This is an optimization exercise on Yosys and OpenROAD, whose aim is small area and a short achievable clock period, not a production implementation. No functional check of the RTL was part of any run shown here.

### design/flow/config.mk
export PLATFORM = sky130hd
export DESIGN_NAME = dct_row_top
export DESIGN_NICKNAME = dct_row_top
export VERILOG_FILES = /design/flow/design.v
export SDC_FILE = /design/flow/constraint.sdc
export NUM_CORES = 4
export LEC_CHECK = 0
export CAP_MARGIN = 20
export CORE_MARGIN = 2
export CORE_UTILIZATION = 40
export CTS_BUF_LIST = sky130_fd_sc_hd__clkbuf_4
export SETUP_SLACK_MARGIN = 3.4
export SLEW_MARGIN = 20
### design/flow/constraint.sdc
create_clock -name core_clock -period 6.0 [get_ports {clk_i}]
set_input_delay 1.2000 -clock core_clock [delete_from_list [all_inputs] [get_ports {clk_i}]]
set_output_delay 1.2000 -clock core_clock [all_outputs]
set_load 0.01 [all_outputs]
### design/flow/design.v
`timescale 1ns/1ps
`default_nettype none
module dct_row_top (
  input  logic        clk_i,
  input  logic        rst_i,
  input  logic        px_valid_i,
  input  logic [7:0]  px_data_i,
  output logic        coef_valid_o,
  output logic [11:0] coef_data_o,
  output logic [2:0]  coef_index_o
);
logic [2:0] px_cnt;
logic [7:0] xs0, xs1, xs2, xs3, xs4, xs5, xs6;
logic [7:0] y0, y1, y2, y3, y4, y5, y6, y7;
logic       row_done;
assign row_done = px_valid_i & (&px_cnt);
always_ff @(posedge clk_i, posedge rst_i)
  if (rst_i) px_cnt <= 3'd0;
  else if (px_valid_i) px_cnt <= px_cnt + 3'd1;
always_ff @(posedge clk_i)
  if (px_valid_i) begin
    xs0 <= px_data_i; xs1 <= xs0; xs2 <= xs1; xs3 <= xs2; xs4 <= xs3; xs5 <= xs4; xs6 <= xs5;
  end
always_ff @(posedge clk_i)
  if (row_done) begin
    y0 <= xs6; y1 <= xs5; y2 <= xs4; y3 <= xs3; y4 <= xs2; y5 <= xs1; y6 <= xs0; y7 <= px_data_i;
  end
logic       busy;
logic [2:0] kc, kc_nx;
logic [3:0] n1, n2, n1_nx, n2_nx;
logic       odd;
assign kc_nx = row_done ? 3'd0 : kc + 3'd1;
always_comb begin
  case (kc_nx)
    3'd0: begin n1_nx = 4'b0000; n2_nx = 4'b0000; end
    3'd1: begin n1_nx = 4'b0000; n2_nx = 4'b1111; end
    3'd2: begin n1_nx = 4'b0000; n2_nx = 4'b0000; end
    3'd3: begin n1_nx = 4'b1110; n2_nx = 4'b0001; end
    3'd4: begin n1_nx = 4'b0000; n2_nx = 4'b0000; end
    3'd5: begin n1_nx = 4'b0010; n2_nx = 4'b1101; end
    3'd6: begin n1_nx = 4'b0000; n2_nx = 4'b0000; end
    3'd7: begin n1_nx = 4'b1010; n2_nx = 4'b0101; end
    default: begin n1_nx = 4'b0000; n2_nx = 4'b0000; end
  endcase
end
always_ff @(posedge clk_i, posedge rst_i)
  if (rst_i) begin busy <= 1'b0; kc <= 3'd0; end
  else if (row_done) begin busy <= 1'b1; kc <= 3'd0; end
  else if (busy) begin kc <= kc + 3'd1; if (&kc) busy <= 1'b0; end
always_ff @(posedge clk_i) begin
  n1 <= n1_nx; n2 <= n2_nx; odd <= kc_nx[0];
end
logic [8:0] u0, u1, u2, u3;
logic a0, a3, ca, b1, b2, cb;           
logic a0_nx, a3_nx, ca_nx, b1_nx, b2_nx, cb_nx;
logic sw, k04, oddu, o1, o3, o5, o7;    
always_comb begin
  case (kc)
    3'd0: begin a0_nx = 1'b0; a3_nx = 1'b0; ca_nx = 1'b0; b1_nx = 1'b0; b2_nx = 1'b0; cb_nx = 1'b0; end
    3'd2: begin a0_nx = 1'b0; a3_nx = 1'b1; ca_nx = 1'b1; b1_nx = 1'b0; b2_nx = 1'b1; cb_nx = 1'b1; end
    3'd4: begin a0_nx = 1'b0; a3_nx = 1'b0; ca_nx = 1'b0; b1_nx = 1'b1; b2_nx = 1'b1; cb_nx = 1'b0; end
    3'd6: begin a0_nx = 1'b0; a3_nx = 1'b1; ca_nx = 1'b1; b1_nx = 1'b0; b2_nx = 1'b1; cb_nx = 1'b1; end
    default: begin a0_nx = 1'b0; a3_nx = 1'b0; ca_nx = 1'b0; b1_nx = 1'b0; b2_nx = 1'b0; cb_nx = 1'b0; end
  endcase
end
logic [2:0] ku;
logic       vu;
always_ff @(posedge clk_i) begin
  u0 <= 9'(y0 ^ {8{n1[0]}}) + 9'(y7 ^ {8{n2[0]}}) + 9'(odd);
  u1 <= 9'(y1 ^ {8{n1[1]}}) + 9'(y6 ^ {8{n2[1]}}) + 9'(odd);
  u2 <= 9'(y2 ^ {8{n1[2]}}) + 9'(y5 ^ {8{n2[2]}}) + 9'(odd);
  u3 <= 9'(y3 ^ {8{n1[3]}}) + 9'(y4 ^ {8{n2[3]}}) + 9'(odd);
  ku <= kc;
  a0 <= a0_nx; a3 <= a3_nx; ca <= ca_nx; b1 <= b1_nx; b2 <= b2_nx; cb <= cb_nx;
  sw <= (kc == 3'd6); k04 <= (kc == 3'd0) | (kc == 3'd4); oddu <= kc[0];
  o1 <= (kc == 3'd1); o3 <= (kc == 3'd3); o5 <= (kc == 3'd5); o7 <= (kc == 3'd7);
end
always_ff @(posedge clk_i, posedge rst_i)
  if (rst_i) vu <= 1'b0; else vu <= busy;
logic [9:0] al, be;
logic [9:0] vp;
logic [9:0] vq;
logic [9:0] vr;
logic [9:0] vs;
logic c_k0, c_k4, c_k26, c_odd;    
logic       vv;
logic [8:0] ua, ub, uc, ud;
assign ua = sw ? u2 : u0;
assign ub = sw ? u1 : u3;
assign uc = sw ? u0 : u1;
assign ud = sw ? u3 : u2;
assign al = 10'(ua ^ {9{a0}}) + 10'(ub ^ {9{a3}}) + 10'(ca);
assign be = 10'(uc ^ {9{b1}}) + 10'(ud ^ {9{b2}}) + 10'(cb);
logic [8:0] pm_p;
assign pm_p = ({9{o1}} & u0) | ({9{o3}} & u2) | ({9{o5}} & u1) | ({9{o7}} & u3);
logic [8:0] pm_q;
assign pm_q = ({9{o1}} & u1) | ({9{o3}} & u0) | ({9{o5}} & u3) | ({9{o7}} & u2);
logic [8:0] pm_r;
assign pm_r = ({9{o1}} & u2) | ({9{o3}} & u3) | ({9{o5}} & u0) | ({9{o7}} & u1);
logic [8:0] pm_s;
assign pm_s = ({9{o1}} & u3) | ({9{o3}} & u1) | ({9{o5}} & u2) | ({9{o7}} & u0);
always_ff @(posedge clk_i) begin
  vp <= oddu ? {1'b0, pm_p} : al;
  vq <= oddu ? {1'b0, pm_q} : be;
  vr <= oddu ? {1'b0, pm_r} : (be & {10{~k04}});
  vs <= oddu ? {1'b0, pm_s} : al;
  c_k0 <= (ku == 3'd0); c_k4 <= (ku == 3'd4); c_k26 <= (ku == 3'd2) | (ku == 3'd6); c_odd <= ku[0];
end
always_ff @(posedge clk_i, posedge rst_i)
  if (rst_i) vv <= 1'b0; else vv <= vu;
logic row_p0_en;
logic row_p0_ng;
logic [9:0] row_p0;
assign row_p0 = ((vp & {10{row_p0_en}}) ^ {10{row_p0_ng}});
logic [9:0] row_p1;
assign row_p1 = ~vp;
logic row_p3_ng;
logic [9:0] row_p3;
assign row_p3 = (vp ^ {10{row_p3_ng}});
logic [9:0] row_p9;
assign row_p9 = vp;
logic row_q1_en;
logic [9:0] row_q1;
assign row_q1 = (vq & {10{row_q1_en}});
logic [9:0] row_q3;
assign row_q3 = vq;
logic row_q5_ng;
logic [9:0] row_q5;
assign row_q5 = (vq ^ {10{row_q5_ng}});
logic [9:0] row_q7;
assign row_q7 = ~vq;
logic row_q9_en;
logic [9:0] row_q9;
assign row_q9 = (vq & {10{row_q9_en}});
logic [9:0] row_r2;
assign row_r2 = ~vr;
logic [9:0] row_r5;
assign row_r5 = vr;
logic [9:0] row_r8;
assign row_r8 = vr;
logic [9:0] row_s2;
assign row_s2 = vs;
logic [9:0] row_s5;
assign row_s5 = ~vs;
logic row_s7_en;
logic row_s7_ng;
logic [9:0] row_s7;
assign row_s7 = ((vs & {10{row_s7_en}}) ^ {10{row_s7_ng}});
always_ff @(posedge clk_i) begin
  row_p0_en <= (ku == 3'd2) | (ku == 3'd6);
  row_p0_ng <= (ku == 3'd2) | (ku == 3'd6);
  row_p3_ng <= ~((ku == 3'd0) | (ku == 3'd4));
  row_q1_en <= ~((ku == 3'd2) | (ku == 3'd6));
  row_q5_ng <= (ku == 3'd0) | (ku == 3'd4);
  row_q9_en <= ~((ku == 3'd2) | (ku == 3'd6));
  row_s7_en <= ~((ku == 3'd2) | (ku == 3'd6));
  row_s7_ng <= (ku == 3'd0) | (ku == 3'd4);
end
logic [21:0] kconst;
assign kconst[0] = (c_k26);
assign kconst[1] = 1'b1;
assign kconst[2] = ~(c_k4);
assign kconst[3] = ~(c_k0);
assign kconst[4] = (c_k4);
assign kconst[5] = (c_k26 | c_odd);
assign kconst[6] = (c_k0);
assign kconst[7] = (c_k26 | c_odd);
assign kconst[8] = (c_k0);
assign kconst[9] = ~(c_k26);
assign kconst[10] = (c_k4 | c_k26);
assign kconst[11] = ~(c_k4);
assign kconst[12] = 1'b0;
assign kconst[13] = (c_k0 | c_odd);
assign kconst[14] = (c_k0 | c_k4);
assign kconst[15] = (c_k0);
assign kconst[16] = (c_k4);
assign kconst[17] = (c_k0);
assign kconst[18] = (c_k4);
assign kconst[19] = ~(c_k4);
assign kconst[20] = 1'b1;
assign kconst[21] = 1'b1;
wire cs1 = row_p1[7] ^ row_q3[5];
wire cc1 = row_p1[7] & row_q3[5];
wire cs2 = row_p1[8] ^ row_p9[0] ^ row_q3[6];
wire cc2 = (row_p1[8] & row_p9[0]) | (row_p1[8] & row_q3[6]) | (row_p9[0] & row_q3[6]);
wire cs3 = row_q7[2] ^ row_r2[7] ^ row_r5[4];
wire cc3 = (row_q7[2] & row_r2[7]) | (row_q7[2] & row_r5[4]) | (row_r2[7] & row_r5[4]);
wire cs4 = row_p1[9] ^ row_p9[1] ^ row_q3[7];
wire cc4 = (row_p1[9] & row_p9[1]) | (row_p1[9] & row_q3[7]) | (row_p9[1] & row_q3[7]);
wire cs5 = row_q7[3] ^ row_r2[8] ^ row_r5[5];
wire cc5 = (row_q7[3] & row_r2[8]) | (row_q7[3] & row_r5[5]) | (row_r2[8] & row_r5[5]);
wire cs6 = row_p9[2] ^ row_q3[8] ^ row_q7[4];
wire cc6 = (row_p9[2] & row_q3[8]) | (row_p9[2] & row_q7[4]) | (row_q3[8] & row_q7[4]);
wire cs7 = row_p1[4] ^ row_q3[2] ^ row_r2[3];
wire cc7 = (row_p1[4] & row_q3[2]) | (row_p1[4] & row_r2[3]) | (row_q3[2] & row_r2[3]);
wire cs8 = row_p1[5] ^ row_q3[3] ^ row_r2[4];
wire cc8 = (row_p1[5] & row_q3[3]) | (row_p1[5] & row_r2[4]) | (row_q3[3] & row_r2[4]);
wire cs9 = row_r5[1] ^ row_s2[4];
wire cc9 = row_r5[1] & row_s2[4];
wire cs10 = row_p1[6] ^ row_q3[4] ^ row_q7[0];
wire cc10 = (row_p1[6] & row_q3[4]) | (row_p1[6] & row_q7[0]) | (row_q3[4] & row_q7[0]);
wire cs11 = row_r2[5] ^ row_r5[2] ^ row_s2[5];
wire cc11 = (row_r2[5] & row_r5[2]) | (row_r2[5] & row_s2[5]) | (row_r5[2] & row_s2[5]);
wire cs12 = row_s5[2] ^ row_p0[7] ^ row_p3[4];
wire cc12 = (row_s5[2] & row_p0[7]) | (row_s5[2] & row_p3[4]) | (row_p0[7] & row_p3[4]);
wire cs13 = row_q7[1] ^ row_r2[6] ^ row_r5[3];
wire cc13 = (row_q7[1] & row_r2[6]) | (row_q7[1] & row_r5[3]) | (row_r2[6] & row_r5[3]);
wire cs14 = row_r8[0] ^ row_s2[6] ^ row_s5[3];
wire cc14 = (row_r8[0] & row_s2[6]) | (row_r8[0] & row_s5[3]) | (row_s2[6] & row_s5[3]);
wire cs15 = cs1 ^ row_p0[8] ^ row_p3[5];
wire cc15 = (cs1 & row_p0[8]) | (cs1 & row_p3[5]) | (row_p0[8] & row_p3[5]);
wire cs16 = row_q1[7] ^ row_q5[3];
wire cc16 = row_q1[7] & row_q5[3];
wire cs17 = row_r8[1] ^ row_s2[7] ^ row_s5[4];
wire cc17 = (row_r8[1] & row_s2[7]) | (row_r8[1] & row_s5[4]) | (row_s2[7] & row_s5[4]);
wire cs18 = cc1 ^ row_p0[9] ^ row_p3[6];
wire cc18 = (cc1 & row_p0[9]) | (cc1 & row_p3[6]) | (row_p0[9] & row_p3[6]);
wire cs19 = row_q1[8] ^ row_q5[4] ^ row_q9[0];
wire cc19 = (row_q1[8] & row_q5[4]) | (row_q1[8] & row_q9[0]) | (row_q5[4] & row_q9[0]);
wire cs20 = row_s7[2] ^ kconst[9] ^ cs2;
wire cc20 = (row_s7[2] & kconst[9]) | (row_s7[2] & cs2) | (kconst[9] & cs2);
wire cs21 = row_r8[2] ^ row_s2[8] ^ row_s5[5];
wire cc21 = (row_r8[2] & row_s2[8]) | (row_r8[2] & row_s5[5]) | (row_s2[8] & row_s5[5]);
wire cs22 = row_p3[7] ^ row_q1[9] ^ row_q5[5];
wire cc22 = (row_p3[7] & row_q1[9]) | (row_p3[7] & row_q5[5]) | (row_q1[9] & row_q5[5]);
wire cs23 = row_q9[1] ^ row_s7[3] ^ kconst[10];
wire cc23 = (row_q9[1] & row_s7[3]) | (row_q9[1] & kconst[10]) | (row_s7[3] & kconst[10]);
wire cs24 = cc2 ^ cc3 ^ cs4;
wire cc24 = (cc2 & cc3) | (cc2 & cs4) | (cc3 & cs4);
wire cs25 = row_r2[9] ^ row_r5[6] ^ row_r8[3];
wire cc25 = (row_r2[9] & row_r5[6]) | (row_r2[9] & row_r8[3]) | (row_r5[6] & row_r8[3]);
wire cs26 = row_s2[9] ^ row_s5[6] ^ row_p3[8];
wire cc26 = (row_s2[9] & row_s5[6]) | (row_s2[9] & row_p3[8]) | (row_s5[6] & row_p3[8]);
wire cs27 = row_q5[6] ^ row_q9[2] ^ row_s7[4];
wire cc27 = (row_q5[6] & row_q9[2]) | (row_q5[6] & row_s7[4]) | (row_q9[2] & row_s7[4]);
wire cs28 = kconst[11] ^ cc4 ^ cc5;
wire cc28 = (kconst[11] & cc4) | (kconst[11] & cc5) | (cc4 & cc5);
wire cs29 = row_p9[3] ^ row_q3[9] ^ row_q7[5];
wire cc29 = (row_p9[3] & row_q3[9]) | (row_p9[3] & row_q7[5]) | (row_q3[9] & row_q7[5]);
wire cs30 = row_r5[7] ^ row_r8[4] ^ row_s5[7];
wire cc30 = (row_r5[7] & row_r8[4]) | (row_r5[7] & row_s5[7]) | (row_r8[4] & row_s5[7]);
wire cs31 = row_p3[9] ^ row_q5[7] ^ row_q9[3];
wire cc31 = (row_p3[9] & row_q5[7]) | (row_p3[9] & row_q9[3]) | (row_q5[7] & row_q9[3]);
wire cs32 = row_p9[4] ^ row_q7[6] ^ row_r5[8];
wire cc32 = (row_p9[4] & row_q7[6]) | (row_p9[4] & row_r5[8]) | (row_q7[6] & row_r5[8]);
wire cs33 = row_r8[5] ^ row_s5[8];
wire cc33 = row_r8[5] & row_s5[8];
wire cs34 = row_p9[5] ^ row_q7[7] ^ row_r5[9];
wire cc34 = (row_p9[5] & row_q7[7]) | (row_p9[5] & row_r5[9]) | (row_q7[7] & row_r5[9]);
wire cs35 = row_p1[2] ^ row_q3[0] ^ row_r2[1];
wire cc35 = (row_p1[2] & row_q3[0]) | (row_p1[2] & row_r2[1]) | (row_q3[0] & row_r2[1]);
wire cs36 = row_p1[3] ^ row_q3[1] ^ row_r2[2];
wire cc36 = (row_p1[3] & row_q3[1]) | (row_p1[3] & row_r2[2]) | (row_q3[1] & row_r2[2]);
wire cs37 = row_s2[2] ^ row_p0[4];
wire cc37 = row_s2[2] & row_p0[4];
wire cs38 = row_r5[0] ^ row_s2[3] ^ row_s5[0];
wire cc38 = (row_r5[0] & row_s2[3]) | (row_r5[0] & row_s5[0]) | (row_s2[3] & row_s5[0]);
wire cs39 = row_p0[5] ^ row_p3[2] ^ row_q1[4];
wire cc39 = (row_p0[5] & row_p3[2]) | (row_p0[5] & row_q1[4]) | (row_p3[2] & row_q1[4]);
wire cs40 = row_q5[0] ^ kconst[5];
wire cc40 = row_q5[0] & kconst[5];
wire cs41 = row_s5[1] ^ cs9 ^ row_p0[6];
wire cc41 = (row_s5[1] & cs9) | (row_s5[1] & row_p0[6]) | (cs9 & row_p0[6]);
wire cs42 = row_p3[3] ^ row_q1[5] ^ row_q5[1];
wire cc42 = (row_p3[3] & row_q1[5]) | (row_p3[3] & row_q5[1]) | (row_q1[5] & row_q5[1]);
wire cs43 = kconst[6] ^ cc7 ^ cs8;
wire cc43 = (kconst[6] & cc7) | (kconst[6] & cs8) | (cc7 & cs8);
wire cs44 = cc9 ^ row_q1[6] ^ row_q5[2];
wire cc44 = (cc9 & row_q1[6]) | (cc9 & row_q5[2]) | (row_q1[6] & row_q5[2]);
wire cs45 = row_s7[0] ^ kconst[7] ^ cc8;
wire cc45 = (row_s7[0] & kconst[7]) | (row_s7[0] & cc8) | (kconst[7] & cc8);
wire cs46 = cs10 ^ cs11 ^ cs12;
wire cc46 = (cs10 & cs11) | (cs10 & cs12) | (cs11 & cs12);
wire cs47 = row_s7[1] ^ kconst[8] ^ cc10;
wire cc47 = (row_s7[1] & kconst[8]) | (row_s7[1] & cc10) | (kconst[8] & cc10);
wire cs48 = cc11 ^ cs13 ^ cs14;
wire cc48 = (cc11 & cs13) | (cc11 & cs14) | (cs13 & cs14);
wire cs49 = cs16 ^ cc12 ^ cs15;
wire cc49 = (cs16 & cc12) | (cs16 & cs15) | (cc12 & cs15);
wire cs50 = cc13 ^ cc14 ^ cs17;
wire cc50 = (cc13 & cc14) | (cc13 & cs17) | (cc14 & cs17);
wire cs51 = cs3 ^ cc16 ^ cc15;
wire cc51 = (cs3 & cc16) | (cs3 & cc15) | (cc16 & cc15);
wire cs52 = cs18 ^ cs19 ^ cs20;
wire cc52 = (cs18 & cs19) | (cs18 & cs20) | (cs19 & cs20);
wire cs53 = cc17 ^ cs21 ^ cs5;
wire cc53 = (cc17 & cs21) | (cc17 & cs5) | (cs21 & cs5);
wire cs54 = cc18 ^ cc19 ^ cs22;
wire cc54 = (cc18 & cc19) | (cc18 & cs22) | (cc19 & cs22);
wire cs55 = cs23 ^ cc20 ^ cs24;
wire cc55 = (cs23 & cc20) | (cs23 & cs24) | (cc20 & cs24);
wire cs56 = cc21 ^ cs25 ^ cs6;
wire cc56 = (cc21 & cs25) | (cc21 & cs6) | (cs25 & cs6);
wire cs57 = cc22 ^ cs26 ^ cs27;
wire cc57 = (cc22 & cs26) | (cc22 & cs27) | (cs26 & cs27);
wire cs58 = cc23 ^ cc24 ^ cs28;
wire cc58 = (cc23 & cc24) | (cc23 & cs28) | (cc24 & cs28);
wire cs59 = row_s7[5] ^ cc25 ^ cc6;
wire cc59 = (row_s7[5] & cc25) | (row_s7[5] & cc6) | (cc25 & cc6);
wire cs60 = cs29 ^ cs30 ^ cc26;
wire cc60 = (cs29 & cs30) | (cs29 & cc26) | (cs30 & cc26);
wire cs61 = cc27 ^ cs31 ^ cc28;
wire cc61 = (cc27 & cs31) | (cc27 & cc28) | (cs31 & cc28);
wire cs62 = cs33 ^ row_q5[8] ^ row_q9[4];
wire cc62 = (cs33 & row_q5[8]) | (cs33 & row_q9[4]) | (row_q5[8] & row_q9[4]);
wire cs63 = row_s7[6] ^ kconst[13] ^ cc29;
wire cc63 = (row_s7[6] & kconst[13]) | (row_s7[6] & cc29) | (kconst[13] & cc29);
wire cs64 = cc30 ^ cs32 ^ cc31;
wire cc64 = (cc30 & cs32) | (cc30 & cc31) | (cs32 & cc31);
wire cs65 = row_r8[6] ^ row_s5[9] ^ cc33;
wire cc65 = (row_r8[6] & row_s5[9]) | (row_r8[6] & cc33) | (row_s5[9] & cc33);
wire cs66 = row_q5[9] ^ row_q9[5] ^ row_s7[7];
wire cc66 = (row_q5[9] & row_q9[5]) | (row_q5[9] & row_s7[7]) | (row_q9[5] & row_s7[7]);
wire cs67 = kconst[14] ^ cc32 ^ cs34;
wire cc67 = (kconst[14] & cc32) | (kconst[14] & cs34) | (cc32 & cs34);
wire cs68 = row_p9[6] ^ row_q7[8] ^ row_r8[7];
wire cc68 = (row_p9[6] & row_q7[8]) | (row_p9[6] & row_r8[7]) | (row_q7[8] & row_r8[7]);
wire cs69 = row_q9[6] ^ row_s7[8] ^ kconst[15];
wire cc69 = (row_q9[6] & row_s7[8]) | (row_q9[6] & kconst[15]) | (row_s7[8] & kconst[15]);
wire cs70 = row_p9[7] ^ row_q7[9] ^ row_r8[8];
wire cc70 = (row_p9[7] & row_q7[9]) | (row_p9[7] & row_r8[8]) | (row_q7[9] & row_r8[8]);
logic cq_0_0;
always_ff @(posedge clk_i) cq_0_0 <= row_p0[0];
logic cq_0_1;
always_ff @(posedge clk_i) cq_0_1 <= kconst[0];
logic cq_1_1;
always_ff @(posedge clk_i) cq_1_1 <= row_p1[0];
logic cq_1_2;
always_ff @(posedge clk_i) cq_1_2 <= row_p0[1];
logic cq_1_3;
always_ff @(posedge clk_i) cq_1_3 <= row_q1[0];
logic cq_2_0;
always_ff @(posedge clk_i) cq_2_0 <= row_p1[1];
logic cq_2_1;
always_ff @(posedge clk_i) cq_2_1 <= row_r2[0];
logic cq_2_2;
always_ff @(posedge clk_i) cq_2_2 <= row_s2[0];
logic cq_2_3;
always_ff @(posedge clk_i) cq_2_3 <= row_p0[2];
logic cq_2_4;
always_ff @(posedge clk_i) cq_2_4 <= row_q1[1];
logic cq_2_5;
always_ff @(posedge clk_i) cq_2_5 <= kconst[2];
logic cq_3_0;
always_ff @(posedge clk_i) cq_3_0 <= cs35;
logic cq_3_1;
always_ff @(posedge clk_i) cq_3_1 <= row_s2[1];
logic cq_3_2;
always_ff @(posedge clk_i) cq_3_2 <= row_p0[3];
logic cq_3_3;
always_ff @(posedge clk_i) cq_3_3 <= row_p3[0];
logic cq_3_4;
always_ff @(posedge clk_i) cq_3_4 <= row_q1[2];
logic cq_3_5;
always_ff @(posedge clk_i) cq_3_5 <= kconst[3];
logic cq_4_0;
always_ff @(posedge clk_i) cq_4_0 <= cc35;
logic cq_4_1;
always_ff @(posedge clk_i) cq_4_1 <= cs36;
logic cq_4_2;
always_ff @(posedge clk_i) cq_4_2 <= cs37;
logic cq_4_3;
always_ff @(posedge clk_i) cq_4_3 <= row_p3[1];
logic cq_4_4;
always_ff @(posedge clk_i) cq_4_4 <= row_q1[3];
logic cq_4_5;
always_ff @(posedge clk_i) cq_4_5 <= kconst[4];
logic cq_5_0;
always_ff @(posedge clk_i) cq_5_0 <= cc36;
logic cq_5_1;
always_ff @(posedge clk_i) cq_5_1 <= cc37;
logic cq_5_2;
always_ff @(posedge clk_i) cq_5_2 <= cs38;
logic cq_5_3;
always_ff @(posedge clk_i) cq_5_3 <= cs39;
logic cq_5_4;
always_ff @(posedge clk_i) cq_5_4 <= cs40;
logic cq_5_5;
always_ff @(posedge clk_i) cq_5_5 <= cs7;
logic cq_6_0;
always_ff @(posedge clk_i) cq_6_0 <= cc38;
logic cq_6_1;
always_ff @(posedge clk_i) cq_6_1 <= cc39;
logic cq_6_2;
always_ff @(posedge clk_i) cq_6_2 <= cc40;
logic cq_6_3;
always_ff @(posedge clk_i) cq_6_3 <= cs41;
logic cq_6_4;
always_ff @(posedge clk_i) cq_6_4 <= cs42;
logic cq_6_5;
always_ff @(posedge clk_i) cq_6_5 <= cs43;
logic cq_7_0;
always_ff @(posedge clk_i) cq_7_0 <= cc41;
logic cq_7_1;
always_ff @(posedge clk_i) cq_7_1 <= cc42;
logic cq_7_2;
always_ff @(posedge clk_i) cq_7_2 <= cc43;
logic cq_7_3;
always_ff @(posedge clk_i) cq_7_3 <= cs44;
logic cq_7_4;
always_ff @(posedge clk_i) cq_7_4 <= cs45;
logic cq_7_5;
always_ff @(posedge clk_i) cq_7_5 <= cs46;
logic cq_8_0;
always_ff @(posedge clk_i) cq_8_0 <= cc44;
logic cq_8_1;
always_ff @(posedge clk_i) cq_8_1 <= cc45;
logic cq_8_2;
always_ff @(posedge clk_i) cq_8_2 <= cc46;
logic cq_8_3;
always_ff @(posedge clk_i) cq_8_3 <= cs47;
logic cq_8_4;
always_ff @(posedge clk_i) cq_8_4 <= cs48;
logic cq_8_5;
always_ff @(posedge clk_i) cq_8_5 <= cs49;
logic cq_9_0;
always_ff @(posedge clk_i) cq_9_0 <= cc47;
logic cq_9_1;
always_ff @(posedge clk_i) cq_9_1 <= cc48;
logic cq_9_2;
always_ff @(posedge clk_i) cq_9_2 <= cc49;
logic cq_9_3;
always_ff @(posedge clk_i) cq_9_3 <= cs50;
logic cq_9_4;
always_ff @(posedge clk_i) cq_9_4 <= cs51;
logic cq_9_5;
always_ff @(posedge clk_i) cq_9_5 <= cs52;
logic cq_10_0;
always_ff @(posedge clk_i) cq_10_0 <= cc50;
logic cq_10_1;
always_ff @(posedge clk_i) cq_10_1 <= cc51;
logic cq_10_2;
always_ff @(posedge clk_i) cq_10_2 <= cc52;
logic cq_10_3;
always_ff @(posedge clk_i) cq_10_3 <= cs53;
logic cq_10_4;
always_ff @(posedge clk_i) cq_10_4 <= cs54;
logic cq_10_5;
always_ff @(posedge clk_i) cq_10_5 <= cs55;
logic cq_11_0;
always_ff @(posedge clk_i) cq_11_0 <= cc53;
logic cq_11_1;
always_ff @(posedge clk_i) cq_11_1 <= cc54;
logic cq_11_2;
always_ff @(posedge clk_i) cq_11_2 <= cc55;
logic cq_11_3;
always_ff @(posedge clk_i) cq_11_3 <= cs56;
logic cq_11_4;
always_ff @(posedge clk_i) cq_11_4 <= cs57;
logic cq_11_5;
always_ff @(posedge clk_i) cq_11_5 <= cs58;
logic cq_12_0;
always_ff @(posedge clk_i) cq_12_0 <= cc56;
logic cq_12_1;
always_ff @(posedge clk_i) cq_12_1 <= cc57;
logic cq_12_2;
always_ff @(posedge clk_i) cq_12_2 <= cc58;
logic cq_12_3;
always_ff @(posedge clk_i) cq_12_3 <= cs59;
logic cq_12_4;
always_ff @(posedge clk_i) cq_12_4 <= cs60;
logic cq_12_5;
always_ff @(posedge clk_i) cq_12_5 <= cs61;
logic cq_13_0;
always_ff @(posedge clk_i) cq_13_0 <= cc59;
logic cq_13_1;
always_ff @(posedge clk_i) cq_13_1 <= cc60;
logic cq_13_2;
always_ff @(posedge clk_i) cq_13_2 <= cc61;
logic cq_13_3;
always_ff @(posedge clk_i) cq_13_3 <= cs62;
logic cq_13_4;
always_ff @(posedge clk_i) cq_13_4 <= cs63;
logic cq_13_5;
always_ff @(posedge clk_i) cq_13_5 <= cs64;
logic cq_14_0;
always_ff @(posedge clk_i) cq_14_0 <= cc62;
logic cq_14_1;
always_ff @(posedge clk_i) cq_14_1 <= cc63;
logic cq_14_2;
always_ff @(posedge clk_i) cq_14_2 <= cc64;
logic cq_14_3;
always_ff @(posedge clk_i) cq_14_3 <= cs65;
logic cq_14_4;
always_ff @(posedge clk_i) cq_14_4 <= cs66;
logic cq_14_5;
always_ff @(posedge clk_i) cq_14_5 <= cs67;
logic cq_15_0;
always_ff @(posedge clk_i) cq_15_0 <= cc65;
logic cq_15_1;
always_ff @(posedge clk_i) cq_15_1 <= cc66;
logic cq_15_2;
always_ff @(posedge clk_i) cq_15_2 <= cc67;
logic cq_15_3;
always_ff @(posedge clk_i) cq_15_3 <= cs68;
logic cq_15_4;
always_ff @(posedge clk_i) cq_15_4 <= cs69;
logic cq_15_5;
always_ff @(posedge clk_i) cq_15_5 <= cc34;
logic cq_16_0;
always_ff @(posedge clk_i) cq_16_0 <= cc68;
logic cq_16_1;
always_ff @(posedge clk_i) cq_16_1 <= cc69;
logic cq_16_2;
always_ff @(posedge clk_i) cq_16_2 <= cs70;
logic cq_16_3;
always_ff @(posedge clk_i) cq_16_3 <= row_q9[7];
logic cq_16_4;
always_ff @(posedge clk_i) cq_16_4 <= row_s7[9];
logic cq_16_5;
always_ff @(posedge clk_i) cq_16_5 <= kconst[16];
logic cq_17_0;
always_ff @(posedge clk_i) cq_17_0 <= cc70;
logic cq_17_1;
always_ff @(posedge clk_i) cq_17_1 <= row_p9[8];
logic cq_17_2;
always_ff @(posedge clk_i) cq_17_2 <= row_r8[9];
logic cq_17_3;
always_ff @(posedge clk_i) cq_17_3 <= row_q9[8];
logic cq_17_4;
always_ff @(posedge clk_i) cq_17_4 <= kconst[17];
logic cq_18_0;
always_ff @(posedge clk_i) cq_18_0 <= row_p9[9];
logic cq_18_1;
always_ff @(posedge clk_i) cq_18_1 <= row_q9[9];
logic cq_18_2;
always_ff @(posedge clk_i) cq_18_2 <= kconst[18];
logic cq_19_0;
always_ff @(posedge clk_i) cq_19_0 <= kconst[19];
logic vc;
always_ff @(posedge clk_i, posedge rst_i)
  if (rst_i) vc <= 1'b0; else vc <= vv;
wire cs71 = cq_2_0 ^ cq_2_1 ^ cq_2_2;
wire cc71 = (cq_2_0 & cq_2_1) | (cq_2_0 & cq_2_2) | (cq_2_1 & cq_2_2);
wire cs72 = cq_3_0 ^ cq_3_1 ^ cq_3_2;
wire cc72 = (cq_3_0 & cq_3_1) | (cq_3_0 & cq_3_2) | (cq_3_1 & cq_3_2);
wire cs73 = cq_3_3 ^ cq_3_4;
wire cc73 = cq_3_3 & cq_3_4;
wire cs74 = cq_4_0 ^ cq_4_1 ^ cq_4_2;
wire cc74 = (cq_4_0 & cq_4_1) | (cq_4_0 & cq_4_2) | (cq_4_1 & cq_4_2);
wire cs75 = cq_4_3 ^ cq_4_4 ^ cq_4_5;
wire cc75 = (cq_4_3 & cq_4_4) | (cq_4_3 & cq_4_5) | (cq_4_4 & cq_4_5);
wire cs76 = cq_5_0 ^ cq_5_1 ^ cq_5_2;
wire cc76 = (cq_5_0 & cq_5_1) | (cq_5_0 & cq_5_2) | (cq_5_1 & cq_5_2);
wire cs77 = cq_5_3 ^ cq_5_4 ^ cq_5_5;
wire cc77 = (cq_5_3 & cq_5_4) | (cq_5_3 & cq_5_5) | (cq_5_4 & cq_5_5);
wire cs78 = cq_6_0 ^ cq_6_1 ^ cq_6_2;
wire cc78 = (cq_6_0 & cq_6_1) | (cq_6_0 & cq_6_2) | (cq_6_1 & cq_6_2);
wire cs79 = cq_6_3 ^ cq_6_4 ^ cq_6_5;
wire cc79 = (cq_6_3 & cq_6_4) | (cq_6_3 & cq_6_5) | (cq_6_4 & cq_6_5);
wire cs80 = cq_7_0 ^ cq_7_1 ^ cq_7_2;
wire cc80 = (cq_7_0 & cq_7_1) | (cq_7_0 & cq_7_2) | (cq_7_1 & cq_7_2);
wire cs81 = cq_7_3 ^ cq_7_4 ^ cq_7_5;
wire cc81 = (cq_7_3 & cq_7_4) | (cq_7_3 & cq_7_5) | (cq_7_4 & cq_7_5);
wire cs82 = cq_8_0 ^ cq_8_1 ^ cq_8_2;
wire cc82 = (cq_8_0 & cq_8_1) | (cq_8_0 & cq_8_2) | (cq_8_1 & cq_8_2);
wire cs83 = cq_8_3 ^ cq_8_4 ^ cq_8_5;
wire cc83 = (cq_8_3 & cq_8_4) | (cq_8_3 & cq_8_5) | (cq_8_4 & cq_8_5);
wire cs84 = cq_9_0 ^ cq_9_1 ^ cq_9_2;
wire cc84 = (cq_9_0 & cq_9_1) | (cq_9_0 & cq_9_2) | (cq_9_1 & cq_9_2);
wire cs85 = cq_9_3 ^ cq_9_4 ^ cq_9_5;
wire cc85 = (cq_9_3 & cq_9_4) | (cq_9_3 & cq_9_5) | (cq_9_4 & cq_9_5);
wire cs86 = cq_10_0 ^ cq_10_1 ^ cq_10_2;
wire cc86 = (cq_10_0 & cq_10_1) | (cq_10_0 & cq_10_2) | (cq_10_1 & cq_10_2);
wire cs87 = cq_10_3 ^ cq_10_4 ^ cq_10_5;
wire cc87 = (cq_10_3 & cq_10_4) | (cq_10_3 & cq_10_5) | (cq_10_4 & cq_10_5);
wire cs88 = cq_11_0 ^ cq_11_1 ^ cq_11_2;
wire cc88 = (cq_11_0 & cq_11_1) | (cq_11_0 & cq_11_2) | (cq_11_1 & cq_11_2);
wire cs89 = cq_11_3 ^ cq_11_4 ^ cq_11_5;
wire cc89 = (cq_11_3 & cq_11_4) | (cq_11_3 & cq_11_5) | (cq_11_4 & cq_11_5);
wire cs90 = cq_12_0 ^ cq_12_1 ^ cq_12_2;
wire cc90 = (cq_12_0 & cq_12_1) | (cq_12_0 & cq_12_2) | (cq_12_1 & cq_12_2);
wire cs91 = cq_12_3 ^ cq_12_4 ^ cq_12_5;
wire cc91 = (cq_12_3 & cq_12_4) | (cq_12_3 & cq_12_5) | (cq_12_4 & cq_12_5);
wire cs92 = cq_13_0 ^ cq_13_1 ^ cq_13_2;
wire cc92 = (cq_13_0 & cq_13_1) | (cq_13_0 & cq_13_2) | (cq_13_1 & cq_13_2);
wire cs93 = cq_13_3 ^ cq_13_4 ^ cq_13_5;
wire cc93 = (cq_13_3 & cq_13_4) | (cq_13_3 & cq_13_5) | (cq_13_4 & cq_13_5);
wire cs94 = cq_14_0 ^ cq_14_1 ^ cq_14_2;
wire cc94 = (cq_14_0 & cq_14_1) | (cq_14_0 & cq_14_2) | (cq_14_1 & cq_14_2);
wire cs95 = cq_14_3 ^ cq_14_4 ^ cq_14_5;
wire cc95 = (cq_14_3 & cq_14_4) | (cq_14_3 & cq_14_5) | (cq_14_4 & cq_14_5);
wire cs96 = cq_15_0 ^ cq_15_1 ^ cq_15_2;
wire cc96 = (cq_15_0 & cq_15_1) | (cq_15_0 & cq_15_2) | (cq_15_1 & cq_15_2);
wire cs97 = cq_15_3 ^ cq_15_4 ^ cq_15_5;
wire cc97 = (cq_15_3 & cq_15_4) | (cq_15_3 & cq_15_5) | (cq_15_4 & cq_15_5);
wire cs98 = cq_16_0 ^ cq_16_1 ^ cq_16_2;
wire cc98 = (cq_16_0 & cq_16_1) | (cq_16_0 & cq_16_2) | (cq_16_1 & cq_16_2);
wire cs99 = cq_16_3 ^ cq_16_4 ^ cq_16_5;
wire cc99 = (cq_16_3 & cq_16_4) | (cq_16_3 & cq_16_5) | (cq_16_4 & cq_16_5);
wire cs100 = cq_17_0 ^ cq_17_1 ^ cq_17_2;
wire cc100 = (cq_17_0 & cq_17_1) | (cq_17_0 & cq_17_2) | (cq_17_1 & cq_17_2);
wire cs101 = cq_17_3 ^ cq_17_4;
wire cc101 = cq_17_3 & cq_17_4;
wire cs102 = cq_18_0 ^ cq_18_1;
wire cc102 = cq_18_0 & cq_18_1;
wire cs103 = 1'b1 ^ cq_1_1;
wire cc103 = 1'b1 & cq_1_1;
wire cs104 = cq_2_3 ^ cq_2_4 ^ cq_2_5;
wire cc104 = (cq_2_3 & cq_2_4) | (cq_2_3 & cq_2_5) | (cq_2_4 & cq_2_5);
wire cs105 = cq_3_5 ^ cs73 ^ cc71;
wire cc105 = (cq_3_5 & cs73) | (cq_3_5 & cc71) | (cs73 & cc71);
wire cs106 = cc73 ^ cc72 ^ cs74;
wire cc106 = (cc73 & cc72) | (cc73 & cs74) | (cc72 & cs74);
wire cs107 = cc74 ^ cc75 ^ cs76;
wire cc107 = (cc74 & cc75) | (cc74 & cs76) | (cc75 & cs76);
wire cs108 = cc76 ^ cc77 ^ cs78;
wire cc108 = (cc76 & cc77) | (cc76 & cs78) | (cc77 & cs78);
wire cs109 = cc78 ^ cc79 ^ cs80;
wire cc109 = (cc78 & cc79) | (cc78 & cs80) | (cc79 & cs80);
wire cs110 = cc80 ^ cc81 ^ cs82;
wire cc110 = (cc80 & cc81) | (cc80 & cs82) | (cc81 & cs82);
wire cs111 = cc82 ^ cc83 ^ cs84;
wire cc111 = (cc82 & cc83) | (cc82 & cs84) | (cc83 & cs84);
wire cs112 = cc84 ^ cc85 ^ cs86;
wire cc112 = (cc84 & cc85) | (cc84 & cs86) | (cc85 & cs86);
wire cs113 = cc86 ^ cc87 ^ cs88;
wire cc113 = (cc86 & cc87) | (cc86 & cs88) | (cc87 & cs88);
wire cs114 = cc88 ^ cc89 ^ cs90;
wire cc114 = (cc88 & cc89) | (cc88 & cs90) | (cc89 & cs90);
wire cs115 = cc90 ^ cc91 ^ cs92;
wire cc115 = (cc90 & cc91) | (cc90 & cs92) | (cc91 & cs92);
wire cs116 = cc92 ^ cc93 ^ cs94;
wire cc116 = (cc92 & cc93) | (cc92 & cs94) | (cc93 & cs94);
wire cs117 = cc94 ^ cc95 ^ cs96;
wire cc117 = (cc94 & cc95) | (cc94 & cs96) | (cc95 & cs96);
wire cs118 = cc96 ^ cc97 ^ cs98;
wire cc118 = (cc96 & cc97) | (cc96 & cs98) | (cc97 & cs98);
wire cs119 = cs101 ^ cc98 ^ cc99;
wire cc119 = (cs101 & cc98) | (cs101 & cc99) | (cc98 & cc99);
wire cs120 = cq_18_2 ^ cc101 ^ cs102;
wire cc120 = (cq_18_2 & cc101) | (cq_18_2 & cs102) | (cc101 & cs102);
wire cs121 = cq_1_2 ^ cq_1_3;
wire cc121 = cq_1_2 & cq_1_3;
wire cs122 = cc103 ^ cs104 ^ cs71;
wire cc122 = (cc103 & cs104) | (cc103 & cs71) | (cs104 & cs71);
wire cs123 = cc104 ^ cs72 ^ cs105;
wire cc123 = (cc104 & cs72) | (cc104 & cs105) | (cs72 & cs105);
wire cs124 = cs75 ^ cc105 ^ cs106;
wire cc124 = (cs75 & cc105) | (cs75 & cs106) | (cc105 & cs106);
wire cs125 = cs77 ^ cc106 ^ cs107;
wire cc125 = (cs77 & cc106) | (cs77 & cs107) | (cc106 & cs107);
wire cs126 = cs79 ^ cc107 ^ cs108;
wire cc126 = (cs79 & cc107) | (cs79 & cs108) | (cc107 & cs108);
wire cs127 = cs81 ^ cc108 ^ cs109;
wire cc127 = (cs81 & cc108) | (cs81 & cs109) | (cc108 & cs109);
wire cs128 = cs83 ^ cc109 ^ cs110;
wire cc128 = (cs83 & cc109) | (cs83 & cs110) | (cc109 & cs110);
wire cs129 = cs85 ^ cc110 ^ cs111;
wire cc129 = (cs85 & cc110) | (cs85 & cs111) | (cc110 & cs111);
wire cs130 = cs87 ^ cc111 ^ cs112;
wire cc130 = (cs87 & cc111) | (cs87 & cs112) | (cc111 & cs112);
wire cs131 = cs89 ^ cc112 ^ cs113;
wire cc131 = (cs89 & cc112) | (cs89 & cs113) | (cc112 & cs113);
wire cs132 = cs91 ^ cc113 ^ cs114;
wire cc132 = (cs91 & cc113) | (cs91 & cs114) | (cc113 & cs114);
wire cs133 = cs93 ^ cc114 ^ cs115;
wire cc133 = (cs93 & cc114) | (cs93 & cs115) | (cc114 & cs115);
wire cs134 = cs95 ^ cc115 ^ cs116;
wire cc134 = (cs95 & cc115) | (cs95 & cs116) | (cc115 & cs116);
wire cs135 = cs97 ^ cc116 ^ cs117;
wire cc135 = (cs97 & cc116) | (cs97 & cs117) | (cc116 & cs117);
wire cs136 = cs99 ^ cc117 ^ cs118;
wire cc136 = (cs99 & cc117) | (cs99 & cs118) | (cc117 & cs118);
wire cs137 = cs100 ^ cc118 ^ cs119;
wire cc137 = (cs100 & cc118) | (cs100 & cs119) | (cc118 & cs119);
wire cs138 = cc100 ^ cs120 ^ cc119;
wire cc138 = (cc100 & cs120) | (cc100 & cc119) | (cs120 & cc119);
wire cs139 = cq_19_0 ^ cc102 ^ cc120;
wire cc139 = (cq_19_0 & cc102) | (cq_19_0 & cc120) | (cc102 & cc120);
logic cr_0_0;
always_ff @(posedge clk_i) cr_0_0 <= cq_0_0;
logic cr_0_1;
always_ff @(posedge clk_i) cr_0_1 <= cq_0_1;
logic cr_1_0;
always_ff @(posedge clk_i) cr_1_0 <= cs121;
logic cr_1_1;
always_ff @(posedge clk_i) cr_1_1 <= cs103;
logic cr_2_0;
always_ff @(posedge clk_i) cr_2_0 <= cc121;
logic cr_2_1;
always_ff @(posedge clk_i) cr_2_1 <= cs122;
logic cr_3_0;
always_ff @(posedge clk_i) cr_3_0 <= cc122;
logic cr_3_1;
always_ff @(posedge clk_i) cr_3_1 <= cs123;
logic cr_4_0;
always_ff @(posedge clk_i) cr_4_0 <= cc123;
logic cr_4_1;
always_ff @(posedge clk_i) cr_4_1 <= cs124;
logic cr_5_0;
always_ff @(posedge clk_i) cr_5_0 <= cc124;
logic cr_5_1;
always_ff @(posedge clk_i) cr_5_1 <= cs125;
logic cr_6_0;
always_ff @(posedge clk_i) cr_6_0 <= cc125;
logic cr_6_1;
always_ff @(posedge clk_i) cr_6_1 <= cs126;
logic cr_7_0;
always_ff @(posedge clk_i) cr_7_0 <= cc126;
logic cr_7_1;
always_ff @(posedge clk_i) cr_7_1 <= cs127;
logic cr_8_0;
always_ff @(posedge clk_i) cr_8_0 <= cc127;
logic cr_8_1;
always_ff @(posedge clk_i) cr_8_1 <= cs128;
logic cr_9_0;
always_ff @(posedge clk_i) cr_9_0 <= cc128;
logic cr_9_1;
always_ff @(posedge clk_i) cr_9_1 <= cs129;
logic cr_10_0;
always_ff @(posedge clk_i) cr_10_0 <= cc129;
logic cr_10_1;
always_ff @(posedge clk_i) cr_10_1 <= cs130;
logic cr_11_0;
always_ff @(posedge clk_i) cr_11_0 <= cc130;
logic cr_11_1;
always_ff @(posedge clk_i) cr_11_1 <= cs131;
logic cr_12_0;
always_ff @(posedge clk_i) cr_12_0 <= cc131;
logic cr_12_1;
always_ff @(posedge clk_i) cr_12_1 <= cs132;
logic cr_13_0;
always_ff @(posedge clk_i) cr_13_0 <= cc132;
logic cr_13_1;
always_ff @(posedge clk_i) cr_13_1 <= cs133;
logic cr_14_0;
always_ff @(posedge clk_i) cr_14_0 <= cc133;
logic cr_14_1;
always_ff @(posedge clk_i) cr_14_1 <= cs134;
logic cr_15_0;
always_ff @(posedge clk_i) cr_15_0 <= cc134;
logic cr_15_1;
always_ff @(posedge clk_i) cr_15_1 <= cs135;
logic cr_16_0;
always_ff @(posedge clk_i) cr_16_0 <= cc135;
logic cr_16_1;
always_ff @(posedge clk_i) cr_16_1 <= cs136;
logic cr_17_0;
always_ff @(posedge clk_i) cr_17_0 <= cc136;
logic cr_17_1;
always_ff @(posedge clk_i) cr_17_1 <= cs137;
logic cr_18_0;
always_ff @(posedge clk_i) cr_18_0 <= cc137;
logic cr_18_1;
always_ff @(posedge clk_i) cr_18_1 <= cs138;
logic cr_19_0;
always_ff @(posedge clk_i) cr_19_0 <= cc138;
logic cr_19_1;
always_ff @(posedge clk_i) cr_19_1 <= cs139;
logic cr_20_0;
always_ff @(posedge clk_i) cr_20_0 <= cc139;
logic vc2;
always_ff @(posedge clk_i, posedge rst_i)
  if (rst_i) vc2 <= 1'b0; else vc2 <= vc;
logic [21:0] fa, fb, fsum;
assign fa = {1'b1, cr_20_0, cr_19_0, cr_18_0, cr_17_0, cr_16_0, cr_15_0, cr_14_0, cr_13_0, cr_12_0, cr_11_0, cr_10_0, cr_9_0, cr_8_0, cr_7_0, cr_6_0, cr_5_0, cr_4_0, cr_3_0, cr_2_0, cr_1_0, cr_0_0};
assign fb = {1'b0, 1'b1, cr_19_1, cr_18_1, cr_17_1, cr_16_1, cr_15_1, cr_14_1, cr_13_1, cr_12_1, cr_11_1, cr_10_1, cr_9_1, cr_8_1, cr_7_1, cr_6_1, cr_5_1, cr_4_1, cr_3_1, cr_2_1, cr_1_1, cr_0_1};
assign fsum = fa + fb;
always_ff @(posedge clk_i) coef_data_o <= fsum[21:10];
always_ff @(posedge clk_i, posedge rst_i)
  if (rst_i) coef_valid_o <= 1'b0; else coef_valid_o <= vc2;
always_ff @(posedge clk_i, posedge rst_i)
  if (rst_i) coef_index_o <= 3'd0; else if (coef_valid_o) coef_index_o <= coef_index_o + 3'd1;
endmodule
`default_nettype wire
### design/flow/run.sh
#!/bin/bash
# synth_recipe.tcl (not shown) runs the flow's synth.tcl, then flattens the netlist and writes it again
# the make line also repeats each setting of config.mk as NAME=value (left out here)
make -C /OpenROAD-flow-scripts/flow DESIGN_CONFIG=/design/flow/config.mk WORK_HOME=/design/flow/orfs CLKGATE_MAP_FILE= SYNTH_SCRIPT=/design/flow/synth_recipe.tcl finish
==> results of run 1 <==
==> timing repair <==
| item | 4_1_cts | 5_1_grt |
|---|---|---|
| gates resized for setup | 90 | 38 |
| setup endpoints to repair | 58 | 73 |
| setup buffers | 9 | 11 |
| pin swaps | 8 | 13 |
==> final cells by class <==
cell class | count | area, um^2 | share of cell area
flip-flops and latches | 390 | 9121 | 0.4450
multi-input cells | 813 | 8185 | 0.3993
clock buffers | 133 | 998.5 | 0.04871
inverters | 232 | 870.8 | 0.04249
well taps | 600 | 750.7 | 0.03663
repair buffers | 54 | 434.2 | 0.02118
clock inverters | 26 | 128.9 | 0.006287
diodes | 3 | 7.507 | 0.0003663
==> final timing paths <==
kind	slack [ns]	endpoint	cells past startpoint	start
setup reg to reg	3.41	vr[6]$_DFF_P_	11	sw$_DFF_P_
setup / recovery	3.41	vr[6]$_DFF_P_	11	sw$_DFF_P_
hold reg to reg	0.33	cr_0_0$_DFF_P_	0	cq_0_0$_DFF_P_
min in group asynchronous	0.76	vc$_DFF_PP0_	2	rst_i
hold / removal	0.33	cr_0_0$_DFF_P_	0	cq_0_0$_DFF_P_
max in group asynchronous	4.85	px_cnt[0]$_DFFE_PP0P_	2	rst_i
==> per-layer routing <==
| metal | share of wire | global-route usage |
|---|---|---|
| met4 | 0.030 | 0.06849 |
| met5 | 0 | 0 |
| met2 | 0.49 | 0.2640 |
| met1 | 0.43 | 0.1879 |
| met3 | 0.047 | 0.04123 |
==> cells in the final DEF, fill, tap and decap left out, types with 22 or more instances in the layout <==
master,n
inv_1,232
nor2_1,46
dfxtp_1,239
a21oi_1,29
mux2i_1,28
xor2_1,84
a21o_1,22
ha_1,79
clkbuf_4,133
edfxtp_1,120
buf_4,24
nand2_1,59
a31oi_1,23
xnor2_1,64
fa_1,134
o21ai_0,22
==> Yosys cell counts (10+ instances only) <==
cell	instances
mux2i_1	33
nor3_1	10
a21o_1	22
a222oi_1	16
nand2_1	59
fa_1	138
nor2_1	46
a21oi_1	36
a22o_1	21
inv_1	232
nor2b_1	19
xor2_1	85
o21a_1	15
a31oi_1	23
o21ai_0	25
dfxtp_1	255
mux2_2	14
xnor2_1	66
a22oi_1	22
dfrtp_1	15
clkbuf_1	43
edfxtp_1	120
ha_1	83
==> flip-flops by register name, summed over array words and instances, names as in the netlist, 10 cells and up <==
register     cells
coef_data_o     12
vp              10
vq              10
vr              10
==> logic make-up after synthesis <==
logic type	count (synthesis)	share of synthesized area
simple gates	173	0.04469
mux	48	0.02747
xor+xnor	151	0.07278
compound gates	220	0.08710
flops	390	0.4999
buf+inv	283	0.05887
fa+ha+maj	221	0.2092
==> flow_summary.toml, run 1 <==
[status]
status = "complete, no violations"

[floorplan]
fp.dieH_um = 217.1
fp.dieArea_um2 = 47150
rows = 78
start_util = 0.4030
die_w_um = 217.1
ioPinCount = 27
core_area_um2 = 45090

[routing]
dr.pass1.iters = 7
wl_um = 35290
ant_nets = 0
viasPerCell = 4.719
vias = 10620
wl_per_cell_um = 15.68
drc = 0
drt_iter0_drc = 671

[finish]
fin_nets = 1822
finish.instance_area_um2 = 20500
drive_gt1_frac = 0.1596
area_growth_pct = 12.80
final_util = 0.4546
nFillCells = 4180
layout.cells.non_filler = 2251

[place]
gp_congestion = 0.8538
hpwlAfterDp_um = 25710
placed_cell_area_um2 = 19040
portBuffers = 26
post-place-cells = 2069
place_worst_setup_slack_ns = 2.466

[timing]
period_minus_slack_ns = 2.591
fmax_ghz = 0.3860
rsz0062_at_grt = "yes"
finalSetupViolations = 0
relSlewSlack = 0.4254
skew_ns = 0.03947
setup_tns_ns = 0
worst_pin_slew_ns = 0.8608
drv_slew = 0
finalHoldViolCount = 0
setup_ws_ns = 3.409
whs_ns = 0.3303
finalCritPeriodShare = 0.4318

[critical_path]
crit_path_cell_trace = "mux2i_1, xor2_1, fa_2, fa_2, nor2b_2, o21ai_2, buf_4, a21boi_2, o21a_1, o21a_1, o41ai_2"
path_max_fanout = 5
crit_slowest_cell = "fa_2"
path_buf_inv = 1
start_kind = "register"
endpoint_kind = "register"
crit_type = "reg2reg"
worst_path_dominant_cell_family = "adder cells"
crit_arrival_ns = 3.23
cp_slowest_stage_delay_ns = 0.40
required_ns = 6.64

[global_routing]
grt_pass1_vias = 11230
grt_pass1_wl_um = 57250
grt_max_degree = 73
overflow = 0
grt_use_total = 0.1563
antenna_found_initial = 2

[synth]
synth_top_area_cell = "dfxtp_1"
syn_area_um2 = 18170
ys_seq_area_frac = 0.4999
synth.top_cell.area_share = 0.2809
avgSynthCellArea_um2 = 12.23
synth_edf_count = 120
ys_ff_latch = 390
synth-async-reset-ratio = 0.03846
syn_nets = 1718
netlist_instances = 1486
ys_warn_count = 1
synthFlopType = "dfxtp_1"
synth.area.top_cells = "dfxtp_1, edfxtp_1, fa_1"
yosysUniqueCellTypes = 56

[clock_network]
hold_buffers = 0
clk_path_buf_depth = 3
clkTransAtPathRegs_ns = 0.06
clock-sinks = 390
numCtsBuffers = 99
clock_latency_ns = 0.80
cts_root_buf = "clkbuf_4"
h-tree-depth = 3
cts_tree = "yes"

[hold_path]
hold_path_class = "reg2reg"

[flow_run]
drv_cap = 0
==> run 2, diff against run 1 <==
--- a/design/flow/config.mk
+++ b/design/flow/config.mk
@@ -9,5 +9,5 @@
 export CORE_MARGIN = 2
 export CORE_UTILIZATION = 40
 export CTS_BUF_LIST = sky130_fd_sc_hd__clkbuf_4
-export SETUP_SLACK_MARGIN = 3.4
+export SETUP_SLACK_MARGIN = 3.6
 export SLEW_MARGIN = 20
==> run 2 against run 1 <==
Setup slack better by 0.015 ns; cell area is 1.2% higher; die area is the same; global-route usage decreased by 0.079 points; core utilization increased by 0.55 points; still clean on timing, DRC and antenna.
==> flow_summary.toml, run 2 <==
[global_routing]
grt_pass1_wl_um = 57010
overflow = 0
grt_pass1_vias = 11200
antenna_found_initial = 2
grt_use_total = 0.1555
grt_max_degree = 73

[finish]
nFillCells = 4185
layout_common_cells = "dfxtp_1, inv_1, clkbuf_4"
top_register = "coef_data_o"
multi_input_area_um2 = 8275
register_area_um2 = 9133
fin_nets = 1822
layout_commonest_cell = "dfxtp_1"
drive_gt1_frac = 0.1778
final_util = 0.4602
largest_reg_flops = 12
area_growth_pct = 14.18

[timing]
setup_tns_ns = 0
whs_ns = 0.3282
setup_ws_ns = 3.424
finalHoldViolCount = 0
rsz0062_at_grt = "yes"
skew_ns = 0.04884
drv_slew = 0
finalCritPeriodShare = 0.4293
period_minus_slack_ns = 2.576
relSlewSlack = 0.4919
worst_pin_slew_ns = 0.7621
finalSetupViolations = 0
fmax_ghz = 0.3882

[synth]
avgSynthCellArea_um2 = 12.23
synth_edf_count = 120
synthFlopType = "dfxtp_1"
synth-async-reset-ratio = 0.03846
synth_commonest_cells = "dfxtp_1, inv_1, fa_1, edfxtp_1, xor2_1"
ys_warn_count = 1
synth.area.top_cells = "dfxtp_1, edfxtp_1, fa_1"
synth.top_cell.area_share = 0.2809
ys_seq_area_frac = 0.4999
netlist_instances = 1486
syn_nets = 1718
syn_area_um2 = 18170
ys_ff_latch = 390
yosysUniqueCellTypes = 56
synth_top_area_cell = "dfxtp_1"
yosys.cell_count.top_type = "dfxtp_1"

[place]
place_worst_setup_slack_ns = 2.687
gp_congestion = 0.8267
hpwlAfterDp_um = 25660
portBuffers = 26

[status]
status = "complete, no violations"

[routing]
wl_per_cell_um = 15.62
viasPerCell = 4.685
vias = 10600
drc = 0
ant_nets = 0
drt_iter0_drc = 868
wl_um = 35360
dr.pass1.iters = 7

[critical_path]
crit_path_cell_trace = "mux2i_4, xor2_2, fa_2, fa_2, nor2b_2, o21ai_2, a21oi_2, o21a_1, nor3_2, o41ai_2"
ff2ff_setup_slack_ns = 3.42
crit_type = "reg2reg"
cp_slowest_stage_delay_ns = 0.42
r2r_start = "sw$_DFF_P_"
timing.rr.end = "vr[8]$_DFF_P_"
cp_common_cell = "fa_2"
path_buf_inv = 0
r2r_cells = 10
crit_slowest_cell = "fa_2"
start_kind = "register"
required_ns = 6.70
endpoint_kind = "register"
crit_arrival_ns = 3.27
worst_path_dominant_cell_family = "adder cells"
path_max_fanout = 4

[clock_network]
clk_path_buf_depth = 3
cts_tree = "yes"
clkTransAtPathRegs_ns = 0.06
numCtsBuffers = 98
clock_latency_ns = 0.82
cts_root_buf = "clkbuf_4"
clock-sinks = 390
h-tree-depth = 3

[hold_path]
hold_end = "cr_0_0$_DFF_P_"
min-delay-start = "cq_0_0$_DFF_P_"
hold_path_class = "reg2reg"
min_path_cells = 0

[floorplan]
core_area_um2 = 45090
fp.dieArea_um2 = 47150
rows = 78
fp.dieH_um = 217.1
ioPinCount = 27
start_util = 0.4030
die_w_um = 217.1

[flow_run]
drv_cap = 0
[run 2: worst max-delay path by stage]
stage | from | endpoint | slack, ns | cells after the start
final | sw$_DFF_P_ | vr[8]$_DFF_P_ | 3.42 | 10
after global routing | sw$_DFF_P_ | vr[8]$_DFF_P_ | 3.33 | 10
after CTS | coef_index_o[1]$_DFFE_PP0P_ | coef_index_o[1] | 3.37 | 1
after detailed placement | sw$_DFF_P_ | vr[8]$_DFF_P_ | 2.69 | 10
after global placement | sw$_DFF_P_ | vr[8]$_DFF_P_ | 2.70 | 10
after floorplan | n2[2]$_DFF_P_ | u2[8]$_DFF_P_ | 3.60 | 9
[run 2: metal layers]
metal,routed length [um],part of all wire,GRT usage
met1,15240,0.43,0.1858
met2,17580,0.50,0.2651
met3,1626,0.046,0.04263
met4,916,0.026,0.06324
met5,0,0,0
[run 2: area by class of cell]
| class | count | share of cell area |
|---|---|---|
| flip-flops and latches | 390 | 0.4402 |
| clock buffers | 142 | 0.05138 |
| well taps | 600 | 0.03618 |
| clock inverters | 27 | 0.008322 |
| inverters | 232 | 0.04197 |
| multi-input cells | 813 | 0.3989 |
| diodes | 4 | 0.0004825 |
| repair buffers | 55 | 0.02261 |
[run 2: cell families (layout without fill, tap and decap cells)]
| logic type | Yosys count | in the layout | synth area share |
|---|---|---|---|
| mux | 48 | 48 | 0.02747 |
| fa+ha+maj | 221 | 221 | 0.2092 |
| simple gates | 173 | 173 | 0.04469 |
| buf+inv | 283 | 456 | 0.05887 |
| other cells | 0 | 4 | 0 |
| compound gates | 220 | 220 | 0.08710 |
| xor+xnor | 151 | 151 | 0.07278 |
| flops | 390 | 390 | 0.4999 |
[run 2: stage by stage]
step                area (um^2)  std cells
CTS                       20530       2248
global placement          19030       2066
finish                    20750       2263
global route              20750       2263
floorplan                 18230       1486
detailed placement        19030       2066
[run 2: repair_timing]
| item | in CTS | in global routing |
|---|---|---|
| pin swaps | 11 | 23 |
| setup endpoints to repair | 97 | 51 |
| buffers inserted | 13 | 11 |
| hold buffers | 0 | 0 |
| gates resized for setup | 123 | 24 |

port drivers added, routing unchanged:
The flow's constraints put no driver on any port. The routed layouts listed below were extracted and timed again, unchanged, in two steps.
Step 1 (the two cells are an assumption about what drives the block):
set clk [get_ports {clk_i}]
set_driving_cell -lib_cell sky130_fd_sc_hd__clkbuf_16 $clk
set_driving_cell -lib_cell sky130_fd_sc_hd__buf_2 [delete_from_list [all_inputs] $clk]
Step 2 also shifts input and output timing later by t, the mid clock arrival at the registers, as if the neighbouring blocks saw the same clock.
Three values: ideal ports, drivers, drivers and shift; two values: the first two.
run	shift t [ns]	setup WS [ns]	worst setup path at the end	latest minus earliest clock arrival (ns)	worst slew at a driven data input, ns
run 1	0.828	3.409 / 3.409 / 2.847	input to register	0.040 / 0.040	0.04
run 2	0.843	3.424 / 3.424 / 3.374	input to register	0.050 / 0.049	0.04
After both steps every run listed still meets setup and hold. For run 1, which loses most, drivers alone change the setup slack by 0.000 ns; drivers and shift together by -0.562 ns.
